This is an optimization exercise on Yosys and OpenROAD, whose aim is small area, not a production implementation.
In this exercise RTL edits were held to simulation tests only and were not proved equivalent to the original.
Power figures rest on the tool's default switching activity, not on a simulated workload.

==> module regfile_scoreboard, before the edit <==
module regfile_scoreboard #(
  parameter int DATA_W   = 32,
  parameter int ADDR_W   = 5,
  parameter int ZERO_REG = 1,
  parameter int BYPASS   = 1
) (
  input  logic              clk,
  input  logic              reset,
  input  logic [ADDR_W-1:0] rd_addr1,
  output logic [DATA_W-1:0] rd_data1,
  output logic              rd_busy1,
  input  logic [ADDR_W-1:0] rd_addr2,
  output logic [DATA_W-1:0] rd_data2,
  output logic              rd_busy2,
  input  logic              wr_en,
  input  logic [ADDR_W-1:0] wr_addr,
  input  logic [DATA_W-1:0] wr_data,
  input  logic              rsv_en,
  input  logic [ADDR_W-1:0] rsv_addr,
  input  logic              flush,
  output logic [ADDR_W:0]   busy_cnt
);
  logic [31:1][DATA_W-1:0] regs_q, regs_d;
  logic [31:1]             valid_q, valid_d;
  logic [31:1]             busy_q, busy_d;
  logic [5:0]              cnt_q;
  logic [31:1] wdec, wdec_n, rdec;
  logic [31:1] d1, d2, s1, s2;
  logic        wr_ok, rsv_ok, hit1, hit2, by1, by2, wr_rsv;
  logic        clr, rsv_busy, set, bm1, bm2, bymask;
  assign wr_ok  = wr_en  && (wr_addr  != '0);
  assign rsv_ok = rsv_en && (rsv_addr != '0);
  regfile_scoreboard_dec u_wdec (.a(wr_addr),  .en(wr_en),  .y(wdec), .yn(wdec_n));
  regfile_scoreboard_dec u_rdec (.a(rsv_addr), .en(rsv_en), .y(rdec), .yn());
  for (genvar i = 1; i < 32; i++) begin : g_reg
    for (genvar b = 0; b < DATA_W; b++) begin : g_bit
      regfile_scoreboard_hold u_h (.q(regs_q[i][b]), .d(wr_data[b]), .w(wdec[i]), .wn(wdec_n[i]),
                                   .y(regs_d[i][b]));
    end
    regfile_scoreboard_or2 u_v (.a(valid_q[i]), .b(wdec[i]), .y(valid_d[i]));
    regfile_scoreboard_busy u_b (.q(busy_q[i]), .wn(wdec_n[i]), .r(rdec[i]), .f(flush), .y(busy_d[i]));
  end
  always_ff @(posedge clk) begin
    regs_q <= regs_d;
  end
  always_ff @(posedge clk or posedge reset) begin
    if (reset) begin
      valid_q <= '0;
      busy_q  <= '0;
    end else begin
      valid_q <= valid_d;
      busy_q  <= busy_d;
    end
  end
  assign wr_rsv = wr_ok && (wr_addr == rsv_addr);
  regfile_scoreboard_sel31 u_clr (.sel(wdec), .d(busy_q), .y(clr));
  regfile_scoreboard_sel31 u_rsb (.sel(rdec), .d(busy_q), .y(rsv_busy));
  assign set = rsv_ok && !(rsv_busy && !wr_rsv);
  always_ff @(posedge clk or posedge reset) begin
    if (reset)            cnt_q <= '0;
    else if (flush)       cnt_q <= '0;
    else if (set && !clr) cnt_q <= cnt_q + 1'b1;
    else if (clr && !set) cnt_q <= cnt_q - 1'b1;
  end
  assign busy_cnt = cnt_q;
  assign hit1 = wr_ok && (wr_addr == rd_addr1);
  assign hit2 = wr_ok && (wr_addr == rd_addr2);
  assign by1  = hit1 && !reset;
  assign by2  = hit2 && !reset;
  regfile_scoreboard_rdsel u_rs1 (.a(rd_addr1), .valid(valid_q), .wn(wdec_n), .d(d1), .s(s1));
  regfile_scoreboard_rdsel u_rs2 (.a(rd_addr2), .valid(valid_q), .wn(wdec_n), .d(d2), .s(s2));
  for (genvar b = 0; b < DATA_W; b++) begin : g_rd
    logic [31:0] col;
    for (genvar i = 1; i < 32; i++) begin : g_col
      assign col[i] = regs_q[i][b];
    end
    assign col[0] = wr_data[b];
    regfile_scoreboard_sel u_p1 (.sel({s1, by1}), .d(col), .y(rd_data1[b]));
    regfile_scoreboard_sel u_p2 (.sel({s2, by2}), .d(col), .y(rd_data2[b]));
  end
  regfile_scoreboard_sel31 u_b1 (.sel(d1), .d(busy_q), .y(bm1));
  regfile_scoreboard_sel31 u_b2 (.sel(d2), .d(busy_q), .y(bm2));
  assign bymask   = !(rsv_en && wr_rsv);
  assign rd_busy1 = bm1 && !(hit1 && bymask);
  assign rd_busy2 = bm2 && !(hit2 && bymask);
endmodule
==> module regfile_scoreboard_dec, before the edit <==
module regfile_scoreboard_dec (
  input  logic [4:0]  a,
  input  logic        en,
  output logic [31:1] y,
  output logic [31:1] yn
);
  logic [7:0] hn;
  logic [3:0] ln;
  regfile_scoreboard_pre u_pre (.a(a), .en(en), .hn(hn), .ln(ln));
  for (genvar i = 1; i < 32; i++) begin : g_line
    regfile_scoreboard_nor2 u_y (.a(hn[i/4]), .b(ln[i%4]), .y(y[i]));
    regfile_scoreboard_inv  u_n (.a(y[i]), .y(yn[i]));
  end
endmodule
Settings: LEC_CHECK=0, CAP_MARGIN=10, CORE_MARGIN=2, CORE_UTILIZATION=40, SLEW_MARGIN=10, SYNTH_HIERARCHICAL=1; clock period 8.0 ns.
standard.sh (not shown) runs the stock make flow with config.mk's settings and CLKGATE_MAP_FILE= SYNTH_SCRIPT=/design/flow/synth_recipe.tcl, a recipe that flattens the netlist after the stock synthesis.
==> flow/flow/run.sh <==
#!/bin/bash
# The standard layout (the standard.sh, unchanged synthesis) with two
# changes to how the layout is made, both to cut cell area:
#  - ports are buffered with buf_1 instead of the resizer's default buffer;
#  - the clock tree uses clkbuf_8 with sinks clustered up to 16 within 70 um,
#    and no dummy loads.
# Every tool's full output is in standard.log and the ORFS logs under orfs/logs.
set -euo pipefail
export BUFFER_PORTS_ARGS="-buffer_cell sky130_fd_sc_hd__buf_1"
export CTS_ARGS="-sink_clustering_enable -repair_clock_nets -sink_clustering_size 16 -sink_clustering_max_diameter 70 -buf_list {sky130_fd_sc_hd__clkbuf_8} -dont_use_dummy_load"
bash standard.sh "BUFFER_PORTS_ARGS=$BUFFER_PORTS_ARGS" "CTS_ARGS=$CTS_ARGS" finish > standard.log 2>&1
Next try:
--- a/flow/design.v
+++ b/flow/design.v
@@ -30,9 +30,9 @@
   logic        clr, rsv_busy, set, bm1, bm2, bymask;
   assign wr_ok  = wr_en  && (wr_addr  != '0);
   assign rsv_ok = rsv_en && (rsv_addr != '0);
   regfile_scoreboard_dec u_wdec (.a(wr_addr),  .en(wr_en),  .y(wdec), .yn(wdec_n));
-  regfile_scoreboard_dec u_rdec (.a(rsv_addr), .en(rsv_en), .y(rdec), .yn());
+  regfile_scoreboard_dec1 u_rdec (.a(rsv_addr), .en(rsv_en), .y(rdec));
   for (genvar i = 1; i < 32; i++) begin : g_reg
     for (genvar b = 0; b < DATA_W; b++) begin : g_bit
       regfile_scoreboard_hold u_h (.q(regs_q[i][b]), .d(wr_data[b]), .w(wdec[i]), .wn(wdec_n[i]),
                                    .y(regs_d[i][b]));
@@ -114,10 +114,24 @@
   logic [7:0] hn;
   logic [3:0] ln;
   regfile_scoreboard_pre u_pre (.a(a), .en(en), .hn(hn), .ln(ln));
   for (genvar i = 1; i < 32; i++) begin : g_line
+    logic p;
+    regfile_scoreboard_nor2 u_p (.a(hn[i/4]), .b(ln[i%4]), .y(p));
+    regfile_scoreboard_inv  u_n (.a(p), .y(yn[i]));
+    regfile_scoreboard_inv  u_y (.a(yn[i]), .y(y[i]));
+  end
+endmodule
+module regfile_scoreboard_dec1 (
+  input  logic [4:0]  a,
+  input  logic        en,
+  output logic [31:1] y
+);
+  logic [7:0] hn;
+  logic [3:0] ln;
+  regfile_scoreboard_pre u_pre (.a(a), .en(en), .hn(hn), .ln(ln));
+  for (genvar i = 1; i < 32; i++) begin : g_line
     regfile_scoreboard_nor2 u_y (.a(hn[i/4]), .b(ln[i%4]), .y(y[i]));
-    regfile_scoreboard_inv  u_n (.a(y[i]), .y(yn[i]));
   end
 endmodule
 module regfile_scoreboard_rdsel (
   input  logic [4:0]  a,
First-iteration DRC count rises by 2.4%.
Routed wire length rose by 0.48%.
Die area stays flat.
Non-clock buffer count went down by 4.
Global-route usage is about the same.
Cell count increases by 0.46%.
Clock power stays flat.
Critical path depth increases by 1.
Total power hardly moves.
Worst setup slack improves by 0.32 ns.
Final area shrinks by 0.36%.
Flip-flop and latch count stays the same.
Clock skew went up by 0.0085 ns.

==> static timing again, ports no longer ideal <==
In the flow no input, the clock included, has a driving cell. The finished layouts below were timed again as built, in two steps.
Step 1 (the two cells are an assumption about what drives the block):
set clk [get_ports {clk}]
set_driving_cell -lib_cell sky130_fd_sc_hd__clkbuf_16 $clk
set_driving_cell -lib_cell sky130_fd_sc_hd__buf_2 [delete_from_list [all_inputs] $clk]
Step 2 adds t to the input delays and takes it off the output delays; t is the mean of the earliest and latest rising clock arrival at the registers after step 1. Input paths then give back, and output paths get back, about the clock's delay inside the block.
Three values: ideal, step 1, step 2; two values: the first two.
run	t, ns	setup WS [ns]	latest minus earliest clock arrival (ns)	pins driven straight from the clock port
the first run	0.780	0.534 / 0.510 / 0.510	0.152 / 0.152	1
the second run	0.795	0.857 / 0.832 / 0.832	0.133 / 0.133	1
After both steps every run listed still meets setup and hold. For the second run, which loses most, drivers alone change the setup slack by -0.025 ns; drivers and shift together by -0.025 ns.
